This design comes from an exercise in tuning for small area, a short achievable clock period and few clock cycles per item on the open sky130 flow, not from production work. At most, simulation tests tie the RTL to the original design; equivalence was not proved.

==> inputs of trial 25 <==
==> flow/design.v (excerpt) <==
module elastic_alu (
	input logic clk,
	input logic rst,
	input logic [31:0] lhs,
	input logic [3:0] lhs_op,
	input logic lhs_valid,
	output logic lhs_ready,
	input logic [31:0] rhs,
	input logic rhs_valid,
	output logic rhs_ready,
	output logic [31:0] result,
	output logic result_valid,
	input logic result_ready
);
	logic d_mul, d_sh, d_one, d_addr, d_subr, d_and, d_or, d_xor, d_cin, d_sgn, d_rt, d_s;
	logic [1:0] d_ck;
	logic [31:0] d_l;
	always_comb begin
		d_mul = (lhs_op == 4'd2);
		d_sh = (lhs_op == 4'd6) | (lhs_op == 4'd7) | (lhs_op == 4'd8);
		d_rt = (lhs_op == 4'd7) | (lhs_op == 4'd8);
		d_s = (lhs_op == 4'd8) & lhs[31];   
		d_addr = (lhs_op == 4'd0);
		d_subr = (lhs_op == 4'd1) | ((lhs_op >= 4'd9) & (lhs_op <= 4'd14));
		d_one = d_addr | d_subr;
		d_and = (lhs_op == 4'd3);
		d_or = (lhs_op == 4'd4);
		d_xor = (lhs_op == 4'd5);
		d_cin = (lhs_op == 4'd1) | (lhs_op == 4'd9) | (lhs_op == 4'd10) | (lhs_op == 4'd11) | (lhs_op == 4'd13);
		d_sgn = (lhs_op == 4'd13) | (lhs_op == 4'd14);
		d_ck = (lhs_op == 4'd9) ? 2'd1 : (lhs_op == 4'd10) ? 2'd2 :
			((lhs_op >= 4'd11) & (lhs_op <= 4'd14)) ? 2'd3 : 2'd0;
		for (int i = 0; i < 32; i++) begin
			d_l[i] = d_rt ? lhs[31 - i] : lhs[i];
		end
	end
	logic lv, rv, fire, adv;
	logic [31:0] a_l, a_r;
  ...
clock: 10.0 ns
lec_check: 0
cap_margin: 20
core_margin: 2
core_utilization: 40
slew_margin: 20
standard.sh (not shown) runs the stock make flow with config.mk's settings and CLKGATE_MAP_FILE= SYNTH_SCRIPT=/design/flow/synth_recipe.tcl, a recipe that flattens the netlist after the stock synthesis.
==> flow/flow/run.sh <==
#!/bin/bash
set -euo pipefail
MARGIN=${MARGIN:-6.5}
sed "s/\"\\\${@:-finish}\"/SETUP_SLACK_MARGIN=$MARGIN \"\${@:-finish}\"/" standard.sh > flow/standard_margin.sh
grep -q "SETUP_SLACK_MARGIN=$MARGIN" flow/standard_margin.sh
bash flow/standard_margin.sh > make_flow.log 2>&1
==> flow/flow/standard_margin.sh <==
#!/bin/bash
# The standard flow's own layout of this design, on the ORFS make targets given (by default finish). After
# finish it leaves the final layout's DEF at /design/flow/out/final.def.
set -euo pipefail
make -C /OpenROAD-flow-scripts/flow DESIGN_CONFIG=/design/flow/config.mk WORK_HOME=/design/flow/orfs CLKGATE_MAP_FILE= SYNTH_SCRIPT=/design/flow/synth_recipe.tcl CAP_MARGIN=20 CORE_MARGIN=2 CORE_UTILIZATION=40 SLEW_MARGIN=20 SETUP_SLACK_MARGIN=6.5 "${@:-finish}"
if [[ -f /design/flow/orfs/results/sky130hd/elastic_alu/base/6_final.odb ]]; then
  : # left out here: write the final layout as DEF
fi
==> build 69: changes against trial 25 <==
==> flow/run.sh (new file) <==
#!/bin/bash
# synth_recipe.tcl (not shown) runs the flow's synth.tcl, then flattens the netlist and writes it again
# the make line also repeats each setting of config.mk as NAME=value (left out here)
make -C /OpenROAD-flow-scripts/flow DESIGN_CONFIG=/design/flow/config.mk WORK_HOME=/design/flow/orfs CLKGATE_MAP_FILE= SYNTH_SCRIPT=/design/flow/synth_recipe.tcl finish
--- a/flow/config.mk
+++ b/flow/config.mk
@@ -4,8 +4,9 @@
 export VERILOG_FILES = /design/flow/design.v
 export SDC_FILE = /design/flow/constraint.sdc
 export NUM_CORES = 4
 export LEC_CHECK = 0
 export CAP_MARGIN = 20
 export CORE_MARGIN = 2
 export CORE_UTILIZATION = 40
+export SETUP_SLACK_MARGIN = 5
 export SLEW_MARGIN = 20
removed: flow/flow/run.sh
removed: flow/flow/standard_margin.sh
removed: flow/standard.sh
==> trial 76: changes against trial 25 <==
--- a/flow/design.v
+++ b/flow/design.v
@@ -41,27 +41,27 @@
 	logic d_mul, d_sh, d_one, d_addr, d_subr, d_and, d_or, d_xor, d_cin, d_sgn, d_rt, d_s;
 	logic [1:0] d_ck;
 	logic [31:0] d_l;
 	always_comb begin
 		d_mul = (lhs_op == 4'd2);
 		d_sh = (lhs_op == 4'd6) | (lhs_op == 4'd7) | (lhs_op == 4'd8);
 		d_rt = (lhs_op == 4'd7) | (lhs_op == 4'd8);
-		d_s = (lhs_op == 4'd8) & lhs[31];   
+		d_s = (lhs_op == 4'd8) & lhs[31];
 		d_addr = (lhs_op == 4'd0);
 		d_subr = (lhs_op == 4'd1) | ((lhs_op >= 4'd9) & (lhs_op <= 4'd14));
 		d_one = d_addr | d_subr;
 		d_and = (lhs_op == 4'd3);
 		d_or = (lhs_op == 4'd4);
 		d_xor = (lhs_op == 4'd5);
 		d_cin = (lhs_op == 4'd1) | (lhs_op == 4'd9) | (lhs_op == 4'd10) | (lhs_op == 4'd11) | (lhs_op == 4'd13);
 		d_sgn = (lhs_op == 4'd13) | (lhs_op == 4'd14);
 		d_ck = (lhs_op == 4'd9) ? 2'd1 : (lhs_op == 4'd10) ? 2'd2 :
 			((lhs_op >= 4'd11) & (lhs_op <= 4'd14)) ? 2'd3 : 2'd0;
 		for (int i = 0; i < 32; i++) begin
-			d_l[i] = d_rt ? lhs[31 - i] : lhs[i];
+			d_l[i] = d_rt ? (lhs[31 - i] ^ d_s) : lhs[i];
 		end
 	end
 	logic lv, rv, fire, adv;
 	logic [31:0] a_l, a_r;
 	logic a_mul, a_sh, a_one, a_addr, a_subr, a_and, a_or, a_xor, a_cin, a_sgn, a_rt, a_s;
 	logic [1:0] a_ck;
 	assign fire = lv & rv & adv;
@@ -95,17 +95,16 @@
 		end
 		if (rhs_ready) begin
 			a_r <= rhs;
 		end
 	end
 	logic [15:0] one, two, neg;
 	logic x0, x32;
-	logic [31:0] ad, fill;
+	logic [31:0] ad;
 	logic [32:0] rr;
-	logic eq;
 	assign rr = {a_r, 1'b0};
 	always_comb begin
 		for (int j = 0; j < 16; j++) begin
 			if (a_mul) begin
 				one[j] = rr[2*j+1] ^ rr[2*j];
 				two[j] = (rr[2*j+2] & ~rr[2*j+1] & ~rr[2*j]) | (~rr[2*j+2] & rr[2*j+1] & rr[2*j]);
 				neg[j] = rr[2*j+2];
@@ -117,20 +116,16 @@
 				one[j] = (j == 0) & a_one;
 				two[j] = 1'b0;
 				neg[j] = 1'b0;
 			end
 		end
 		x0 = a_mul ? neg[0] : a_cin;
 		x32 = (a_ck != 2'd0) & ~(a_sgn & (a_l[31] ^ a_r[31]));
-		for (int i = 0; i < 32; i++) begin
-			fill[i] = a_s & (i < a_r[4:0]);
-		end
 		ad = ({32{a_addr}} & a_r) | ({32{a_subr}} & ~a_r) | ({32{a_and}} & (a_l & a_r)) |
-			({32{a_or}} & (a_l | a_r)) | ({32{a_xor}} & (a_l ^ a_r)) | fill;
-		eq = (a_l == a_r);
+			({32{a_or}} & (a_l | a_r)) | ({32{a_xor}} & (a_l ^ a_r));
 	end
 	logic [31:0] pp0, pp1, pp2, pp3, pp4, pp5, pp6, pp7, pp8, pp9, pp10, pp11, pp12, pp13, pp14, pp15;
 	logic [32:0] ll;
 	assign ll = {a_l, 1'b0};
 	always_comb begin
 		for (int i = 0; i < 32; i++) begin
 			pp0[i] = ((one[0] & ll[i+1]) | (two[0] & ll[i])) ^ neg[0];
@@ -838,38 +833,41 @@
 	assign u123 = (u57 & q30_3) | (u57 & u56) | (q30_3 & u56);
 	assign u124 = u59 ^ q31_3 ^ u58;
 	assign u125 = (u59 & q31_3) | (u59 & u58) | (q31_3 & u58);
 	assign u126 = u61 ^ q32_3 ^ u60;
 	assign tx = {u126, u124, u122, u120, u118, u116, u114, u112, u110, u108, u106, u104, u102, u100, u98, u96, u94, u92, u90, u88, u86, u84, u82, u80, u78, u76, u74, u72, u70, u68, u66, u64, u62};
 	assign ty = {u125, u123, u121, u119, u117, u115, u113, u111, u109, u107, u105, u103, u101, u99, u97, u95, u93, u91, u89, u87, u85, u83, u81, u79, u77, u75, u73, u71, u69, u67, u65, u63, q0_2};
 	logic bv;
-	logic b_rt, b_cmp, b_sg, b_eq;
+	logic b_rt, b_s;
+	logic [1:0] b_ck;
 	always_ff @(posedge clk or posedge rst) begin
 		if (rst) begin
 			bv <= 1'b0;
 		end else if (adv) begin
 			bv <= fire;
 		end
 	end
 	always_ff @(posedge clk) begin
 		if (adv) begin
 			b_rt <= a_rt;
-			b_cmp <= (a_ck != 2'd0);
-			b_sg <= (a_ck == 2'd3);
-			b_eq <= (a_ck == 2'd1) ? eq : ~eq;
+			b_s <= a_s;
+			b_ck <= a_ck;
 		end
 	end
 	logic [32:0] sum;
+	logic zero, flag;
 	logic [31:0] res;
 	assign sum = tx + ty;
+	assign zero = (sum[31:0] == 32'd0);
+	assign flag = (b_ck == 2'd1) ? zero : (b_ck == 2'd2) ? ~zero : sum[32];
 	always_comb begin
 		for (int i = 0; i < 32; i++) begin
-			res[i] = ~b_cmp & (b_rt ? sum[31 - i] : sum[i]);
+			res[i] = b_rt ? (sum[31 - i] ^ b_s) : sum[i];
 		end
-		res[0] = b_cmp ? (b_sg ? sum[32] : b_eq) : b_rt ? sum[31] : sum[0];
+		if (b_ck != 2'd0) res = {31'd0, flag};
 	end
 	logic ov, sv, take;
 	logic [31:0] o_d, s_d;
 	assign adv = ~sv;
 	assign take = ov & result_ready;
 	assign result_valid = ov;
 	assign result = o_d;
==> flow/run.sh (new file) <==
#!/bin/bash
# synth_recipe.tcl (not shown) runs the flow's synth.tcl, then flattens the netlist and writes it again
# the make line also repeats each setting of config.mk as NAME=value (left out here)
make -C /OpenROAD-flow-scripts/flow DESIGN_CONFIG=/design/flow/config.mk WORK_HOME=/design/flow/orfs CLKGATE_MAP_FILE= SYNTH_SCRIPT=/design/flow/synth_recipe.tcl finish
--- a/flow/config.mk
+++ b/flow/config.mk
@@ -4,8 +4,9 @@
 export VERILOG_FILES = /design/flow/design.v
 export SDC_FILE = /design/flow/constraint.sdc
 export NUM_CORES = 4
 export LEC_CHECK = 0
 export CAP_MARGIN = 20
 export CORE_MARGIN = 2
 export CORE_UTILIZATION = 40
+export SETUP_SLACK_MARGIN = 5
 export SLEW_MARGIN = 20
removed: flow/flow/run.sh
removed: flow/flow/standard_margin.sh
removed: flow/standard.sh
==> summary.txt <==
Between trial 25 and trial 76, the lower synthesized cell count is in trial 25 (gap about 3%, measured against trial 76). Critical path depth is the same in trial 76 and trial 25. Against trial 25, the synthesized area of trial 76 is larger by 1.3%. In trial 25 the global-route usage is higher than in trial 76, by 3.9 points.
==> figures <==
Result of the run: trial 76 finished clean; build 69 finished clean; trial 25 finished clean
Share of cell area taken by muxes after synthesis: trial 76 0.661%; build 69 2.52%; trial 25 2.52%
Non-filler instance count after layout: trial 76 3445; build 69 3380; trial 25 3559
Parity-gate share of the synthesized area counting xor and xnor cells: trial 76 12.7%; build 69 11.0%; trial 25 11.0%
Die Area: trial 76 0.0678 mm2; build 69 0.0670 mm2; trial 25 0.0670 mm2
Global-route wire length before repair: trial 76 121000 um; build 69 129000 um; trial 25 135000 um
Multi-input combinational cell count: trial 76 1821; build 69 1701; trial 25 1704
Top cell type's share of synthesized area: trial 76 31.3%; build 69 31.7%; trial 25 31.7%
Logic inverters: trial 76 260; build 69 324; trial 25 324
Met2 routed WL: trial 76 37300 um; build 69 40100 um; trial 25 42700 um
Sequential standard cell area: trial 76 0.00835 mm2; build 69 0.00835 mm2; trial 25 0.00835 mm2
Dpl ws: trial 76 4.63 ns; build 69 4.60 ns; trial 25 4.95 ns
Tightest Pin Transition: trial 76 1.13 ns; build 69 1.21 ns; trial 25 1.15 ns
CP Capture Point: trial 76 o_d[0]; build 69 q24_0; trial 25 q24_0
Testbench counts of trial 25, summed over its fixed seeds: cycles 16,024, items 16,000.
Testbench counts of build 69, summed over its fixed seeds: cycles 16,024, items 16,000.
For trial 76, only the layout was checked, not whether the RTL still works.

---

==> run a: inputs <==
elastic_alu, a different RTL version from the one above (not shown whole).
Settings: LEC_CHECK=0, CAP_MARGIN=20, CORE_MARGIN=2, CORE_UTILIZATION=40, SLEW_MARGIN=20, SYNTH_HIERARCHICAL=1; clock period 10.0 ns.
==> flow/flow/run.sh <==
#!/bin/bash
set -euo pipefail
MARGIN=${MARGIN:-6.5}
sed "s/\"\\\${@:-finish}\"/SETUP_SLACK_MARGIN=$MARGIN \"\${@:-finish}\"/" standard.sh > flow/standard_margin.sh
grep -q "SETUP_SLACK_MARGIN=$MARGIN" flow/standard_margin.sh
bash flow/standard_margin.sh > make_flow.log 2>&1
==> flow/flow/standard_margin.sh <==
#!/bin/bash
# The standard flow's own layout of this design, on the ORFS make targets given (by default finish). After
# finish it leaves the final layout's DEF at /design/flow/out/final.def.
set -euo pipefail
make -C /OpenROAD-flow-scripts/flow DESIGN_CONFIG=/design/flow/config.mk WORK_HOME=/design/flow/orfs CLKGATE_MAP_FILE= SYNTH_SCRIPT=/design/flow/synth_recipe.tcl CAP_MARGIN=20 CORE_MARGIN=2 CORE_UTILIZATION=40 SLEW_MARGIN=20 SYNTH_HIERARCHICAL=1 SETUP_SLACK_MARGIN=6.5 "${@:-finish}"
if [[ -f /design/flow/orfs/results/sky130hd/elastic_alu/base/6_final.odb ]]; then
  : # left out here: write the final layout as DEF
fi
==> inputs of run b, as changes to run a <==
--- a/flow/design.v
+++ b/flow/design.v
@@ -59,12 +59,30 @@
 		for (int i = 0; i < 32; i++) begin
 			d_l[i] = d_rt ? lhs[31 - i] : lhs[i];
 		end
 	end
 	logic lv, rv, fire, adv;
 	logic [31:0] a_l, a_r;
+	logic [15:0] d_bo, d_bt, d_bn, d_so, d_st, r_bo, r_bt, r_bn, r_so, r_st;
+	logic [32:0] d_rr;
+	always_comb begin
+		d_rr = {rhs, 1'b0};
+		for (int j = 0; j < 16; j++) begin
+			d_bo[j] = d_rr[2*j+1] ^ d_rr[2*j];
+			d_bt[j] = (d_rr[2*j+2] & ~d_rr[2*j+1] & ~d_rr[2*j]) | (~d_rr[2*j+2] & d_rr[2*j+1] & d_rr[2*j]);
+			d_bn[j] = d_rr[2*j+2];
+			d_so[j] = (rhs[4:1] == j) & ~rhs[0];
+			d_st[j] = (rhs[4:1] == j) & rhs[0];
+		end
+	end
+	always_comb begin
+		for (int j = 0; j < 16; j++) begin
+			a_r[2*j+1] = r_bn[j];
+			a_r[2*j] = r_bo[j] ^ ((j == 0) ? 1'b0 : r_bn[(j == 0) ? 0 : j-1]);
+		end
+	end
 	logic a_mul, a_sh, a_one, a_addr, a_subr, a_and, a_or, a_xor, a_cin, a_sgn, a_rt, a_s;
 	logic [1:0] a_ck;
 	assign fire = lv & rv & adv;
 	assign lhs_ready = ~lv | fire;
 	assign rhs_ready = ~rv | fire;
 	always_ff @(posedge clk or posedge rst) begin
@@ -91,36 +109,28 @@
 			a_sgn <= d_sgn;
 			a_rt <= d_rt;
 			a_s <= d_s;
 			a_ck <= d_ck;
 		end
 		if (rhs_ready) begin
-			a_r <= rhs;
+			r_bo <= d_bo;
+			r_bt <= d_bt;
+			r_bn <= d_bn;
+			r_so <= d_so;
+			r_st <= d_st;
 		end
 	end
 	logic [15:0] one, two, neg;
 	logic x0, x32;
 	logic [31:0] ad, fill;
-	logic [32:0] rr;
 	logic eq;
-	assign rr = {a_r, 1'b0};
 	always_comb begin
 		for (int j = 0; j < 16; j++) begin
-			if (a_mul) begin
-				one[j] = rr[2*j+1] ^ rr[2*j];
-				two[j] = (rr[2*j+2] & ~rr[2*j+1] & ~rr[2*j]) | (~rr[2*j+2] & rr[2*j+1] & rr[2*j]);
-				neg[j] = rr[2*j+2];
-			end else if (a_sh) begin
-				one[j] = (a_r[4:1] == j) & ~a_r[0];
-				two[j] = (a_r[4:1] == j) & a_r[0];
-				neg[j] = 1'b0;
-			end else begin
-				one[j] = (j == 0) & a_one;
-				two[j] = 1'b0;
-				neg[j] = 1'b0;
-			end
+			one[j] = (a_mul & r_bo[j]) | (a_sh & r_so[j]) | ((j == 0) & a_one);
+			two[j] = (a_mul & r_bt[j]) | (a_sh & r_st[j]);
+			neg[j] = a_mul & r_bn[j];
 		end
 		x0 = a_mul ? neg[0] : a_cin;
 		x32 = (a_ck != 2'd0) & ~(a_sgn & (a_l[31] ^ a_r[31]));
 		for (int i = 0; i < 32; i++) begin
 			fill[i] = a_s & (i < a_r[4:0]);
 		end
==> flow/flow/standard_margin.sh (replaced) <==
#!/bin/bash
# The standard flow's own layout of this design, on the ORFS make targets given (by default finish). After
# finish it leaves the final layout's DEF at /design/flow/out/final.def.
set -euo pipefail
make -C /OpenROAD-flow-scripts/flow DESIGN_CONFIG=/design/flow/config.mk WORK_HOME=/design/flow/orfs CLKGATE_MAP_FILE= SYNTH_SCRIPT=/design/flow/synth_recipe.tcl CAP_MARGIN=20 CORE_MARGIN=2 CORE_UTILIZATION=65 SLEW_MARGIN=20 SYNTH_HIERARCHICAL=1 SETUP_SLACK_MARGIN=6.5 "${@:-finish}"
if [[ -f /design/flow/orfs/results/sky130hd/elastic_alu/base/6_final.odb ]]; then
  : # left out here: write the final layout as DEF
fi
==> flow/config.mk (replaced) <==
export PLATFORM = sky130hd
export DESIGN_NAME = elastic_alu
export DESIGN_NICKNAME = elastic_alu
export VERILOG_FILES = /design/flow/design.v
export SDC_FILE = /design/flow/constraint.sdc
export NUM_CORES = 4
export LEC_CHECK = 0
export CAP_MARGIN = 20
export CORE_MARGIN = 2
export CORE_UTILIZATION = 65
export SLEW_MARGIN = 20
export SYNTH_HIERARCHICAL = 1
==> inputs of run c, as changes to run a <==
--- a/flow/design.v
+++ b/flow/design.v
@@ -59,12 +59,30 @@
 		for (int i = 0; i < 32; i++) begin
 			d_l[i] = d_rt ? lhs[31 - i] : lhs[i];
 		end
 	end
 	logic lv, rv, fire, adv;
 	logic [31:0] a_l, a_r;
+	logic [15:0] d_bo, d_bt, d_bn, d_so, d_st, r_bo, r_bt, r_bn, r_so, r_st;
+	logic [32:0] d_rr;
+	always_comb begin
+		d_rr = {rhs, 1'b0};
+		for (int j = 0; j < 16; j++) begin
+			d_bo[j] = d_rr[2*j+1] ^ d_rr[2*j];
+			d_bt[j] = (d_rr[2*j+2] & ~d_rr[2*j+1] & ~d_rr[2*j]) | (~d_rr[2*j+2] & d_rr[2*j+1] & d_rr[2*j]);
+			d_bn[j] = d_rr[2*j+2];
+			d_so[j] = (rhs[4:1] == j) & ~rhs[0];
+			d_st[j] = (rhs[4:1] == j) & rhs[0];
+		end
+	end
+	always_comb begin
+		for (int j = 0; j < 16; j++) begin
+			a_r[2*j+1] = r_bn[j];
+			a_r[2*j] = r_bo[j] ^ ((j == 0) ? 1'b0 : r_bn[(j == 0) ? 0 : j-1]);
+		end
+	end
 	logic a_mul, a_sh, a_one, a_addr, a_subr, a_and, a_or, a_xor, a_cin, a_sgn, a_rt, a_s;
 	logic [1:0] a_ck;
 	assign fire = lv & rv & adv;
 	assign lhs_ready = ~lv | fire;
 	assign rhs_ready = ~rv | fire;
 	always_ff @(posedge clk or posedge rst) begin
@@ -91,36 +109,28 @@
 			a_sgn <= d_sgn;
 			a_rt <= d_rt;
 			a_s <= d_s;
 			a_ck <= d_ck;
 		end
 		if (rhs_ready) begin
-			a_r <= rhs;
+			r_bo <= d_bo;
+			r_bt <= d_bt;
+			r_bn <= d_bn;
+			r_so <= d_so;
+			r_st <= d_st;
 		end
 	end
 	logic [15:0] one, two, neg;
 	logic x0, x32;
 	logic [31:0] ad, fill;
-	logic [32:0] rr;
 	logic eq;
-	assign rr = {a_r, 1'b0};
 	always_comb begin
 		for (int j = 0; j < 16; j++) begin
-			if (a_mul) begin
-				one[j] = rr[2*j+1] ^ rr[2*j];
-				two[j] = (rr[2*j+2] & ~rr[2*j+1] & ~rr[2*j]) | (~rr[2*j+2] & rr[2*j+1] & rr[2*j]);
-				neg[j] = rr[2*j+2];
-			end else if (a_sh) begin
-				one[j] = (a_r[4:1] == j) & ~a_r[0];
-				two[j] = (a_r[4:1] == j) & a_r[0];
-				neg[j] = 1'b0;
-			end else begin
-				one[j] = (j == 0) & a_one;
-				two[j] = 1'b0;
-				neg[j] = 1'b0;
-			end
+			one[j] = (a_mul & r_bo[j]) | (a_sh & r_so[j]) | ((j == 0) & a_one);
+			two[j] = (a_mul & r_bt[j]) | (a_sh & r_st[j]);
+			neg[j] = a_mul & r_bn[j];
 		end
 		x0 = a_mul ? neg[0] : a_cin;
 		x32 = (a_ck != 2'd0) & ~(a_sgn & (a_l[31] ^ a_r[31]));
 		for (int i = 0; i < 32; i++) begin
 			fill[i] = a_s & (i < a_r[4:0]);
 		end
removed: flow/flow/standard_margin.sh
==> inputs of run d, as changes to run a <==
--- a/flow/design.v
+++ b/flow/design.v
@@ -59,12 +59,30 @@
 		for (int i = 0; i < 32; i++) begin
 			d_l[i] = d_rt ? lhs[31 - i] : lhs[i];
 		end
 	end
 	logic lv, rv, fire, adv;
 	logic [31:0] a_l, a_r;
+	logic [15:0] d_bo, d_bt, d_bn, d_so, d_st, r_bo, r_bt, r_bn, r_so, r_st;
+	logic [32:0] d_rr;
+	always_comb begin
+		d_rr = {rhs, 1'b0};
+		for (int j = 0; j < 16; j++) begin
+			d_bo[j] = d_rr[2*j+1] ^ d_rr[2*j];
+			d_bt[j] = (d_rr[2*j+2] & ~d_rr[2*j+1] & ~d_rr[2*j]) | (~d_rr[2*j+2] & d_rr[2*j+1] & d_rr[2*j]);
+			d_bn[j] = d_rr[2*j+2];
+			d_so[j] = (rhs[4:1] == j) & ~rhs[0];
+			d_st[j] = (rhs[4:1] == j) & rhs[0];
+		end
+	end
+	always_comb begin
+		for (int j = 0; j < 16; j++) begin
+			a_r[2*j+1] = r_bn[j];
+			a_r[2*j] = r_bo[j] ^ ((j == 0) ? 1'b0 : r_bn[(j == 0) ? 0 : j-1]);
+		end
+	end
 	logic a_mul, a_sh, a_one, a_addr, a_subr, a_and, a_or, a_xor, a_cin, a_sgn, a_rt, a_s;
 	logic [1:0] a_ck;
 	assign fire = lv & rv & adv;
 	assign lhs_ready = ~lv | fire;
 	assign rhs_ready = ~rv | fire;
 	always_ff @(posedge clk or posedge rst) begin
@@ -91,36 +109,28 @@
 			a_sgn <= d_sgn;
 			a_rt <= d_rt;
 			a_s <= d_s;
 			a_ck <= d_ck;
 		end
 		if (rhs_ready) begin
-			a_r <= rhs;
+			r_bo <= d_bo;
+			r_bt <= d_bt;
+			r_bn <= d_bn;
+			r_so <= d_so;
+			r_st <= d_st;
 		end
 	end
 	logic [15:0] one, two, neg;
 	logic x0, x32;
 	logic [31:0] ad, fill;
-	logic [32:0] rr;
 	logic eq;
-	assign rr = {a_r, 1'b0};
 	always_comb begin
 		for (int j = 0; j < 16; j++) begin
-			if (a_mul) begin
-				one[j] = rr[2*j+1] ^ rr[2*j];
-				two[j] = (rr[2*j+2] & ~rr[2*j+1] & ~rr[2*j]) | (~rr[2*j+2] & rr[2*j+1] & rr[2*j]);
-				neg[j] = rr[2*j+2];
-			end else if (a_sh) begin
-				one[j] = (a_r[4:1] == j) & ~a_r[0];
-				two[j] = (a_r[4:1] == j) & a_r[0];
-				neg[j] = 1'b0;
-			end else begin
-				one[j] = (j == 0) & a_one;
-				two[j] = 1'b0;
-				neg[j] = 1'b0;
-			end
+			one[j] = (a_mul & r_bo[j]) | (a_sh & r_so[j]) | ((j == 0) & a_one);
+			two[j] = (a_mul & r_bt[j]) | (a_sh & r_st[j]);
+			neg[j] = a_mul & r_bn[j];
 		end
 		x0 = a_mul ? neg[0] : a_cin;
 		x32 = (a_ck != 2'd0) & ~(a_sgn & (a_l[31] ^ a_r[31]));
 		for (int i = 0; i < 32; i++) begin
 			fill[i] = a_s & (i < a_r[4:0]);
 		end
==> flow/flow/run.sh (replaced) <==
#!/bin/bash
set -euo pipefail
MARGIN=${MARGIN:-7.5}
sed "s/\"\\\${@:-finish}\"/SETUP_SLACK_MARGIN=$MARGIN \"\${@:-finish}\"/" standard.sh > flow/standard_margin.sh
grep -q "SETUP_SLACK_MARGIN=$MARGIN" flow/standard_margin.sh
bash flow/standard_margin.sh > make_flow.log 2>&1
==> flow/flow/standard_margin.sh (replaced) <==
#!/bin/bash
# The standard flow's own layout of this design, on the ORFS make targets given (by default finish). After
# finish it leaves the final layout's DEF at /design/flow/out/final.def.
set -euo pipefail
make -C /OpenROAD-flow-scripts/flow DESIGN_CONFIG=/design/flow/config.mk WORK_HOME=/design/flow/orfs CLKGATE_MAP_FILE= SYNTH_SCRIPT=/design/flow/synth_recipe.tcl CAP_MARGIN=20 CORE_MARGIN=2 CORE_UTILIZATION=40 SLEW_MARGIN=20 SYNTH_HIERARCHICAL=1 SETUP_SLACK_MARGIN=7.5 "${@:-finish}"
if [[ -f /design/flow/orfs/results/sky130hd/elastic_alu/base/6_final.odb ]]; then
  : # left out here: write the final layout as DEF
fi
==> summary.txt <==
Against run d, the worst setup slack of run a is lower by 150 ps. Worst hold slack, lowest first: run b, run c, run d, run a.
Testbench counts of run b, summed over its fixed seeds: cycles 16,024, items 16,000.
Testbench counts of run c, summed over its fixed seeds: cycles 16,024, items 16,000.
Testbench counts of run d, summed over its fixed seeds: cycles 16,024, items 16,000.
The RTL of run a was laid out without a check of its function.

port drivers added, routing unchanged:
The results above use ideal ports. As a check the final layouts listed here were re-extracted and re-timed, cells and wires unchanged. Step 1 assumes that a clkbuf_16 drives the clock port and a buf_2 every other input. Step 2 times the ports against the registers' clock, not the clock port: input delays grow and output delays shrink by t, the midpoint of the rising clock arrivals with the driver on. Slacks: ideal / step 1 / step 2; pairs: ideal / step 1.
run | t, ns | slack for setup (ns) | hold WS [ns] | worst setup path after step 2 | worst slew at a driven data input, ns
trial 25 | 0.629 | 5.860 / 5.860 / 5.860 | 0.492 / 0.492 / 0.492 | register to register | 0.06
build 69 | 0.618 | 5.134 / 5.134 / 5.134 | 0.514 / 0.514 / 0.514 | register to register | 0.07
trial 76 | 0.666 | 5.031 / 5.031 / 5.031 | 0.494 / 0.494 / 0.494 | register to register | 0.05
run a | 0.673 | 5.882 / 5.882 / 5.882 | 0.437 / 0.437 / 0.437 | register to register | 0.06
run b | 0.617 | 6.045 / 6.045 / 6.003 | 0.422 / 0.422 / 0.422 | input to register | 0.06
run c | 0.629 | 6.051 / 6.051 / 6.051 | 0.429 / 0.429 / 0.429 | register to register | 0.05
run d | 0.632 | 6.034 / 6.034 / 6.034 | 0.434 / 0.434 / 0.434 | register to register | 0.06
After both steps every run listed still meets setup and hold. The setup slack of run b, which loses most, moves by 0.000 ns with the drivers and by -0.042 ns with both steps.
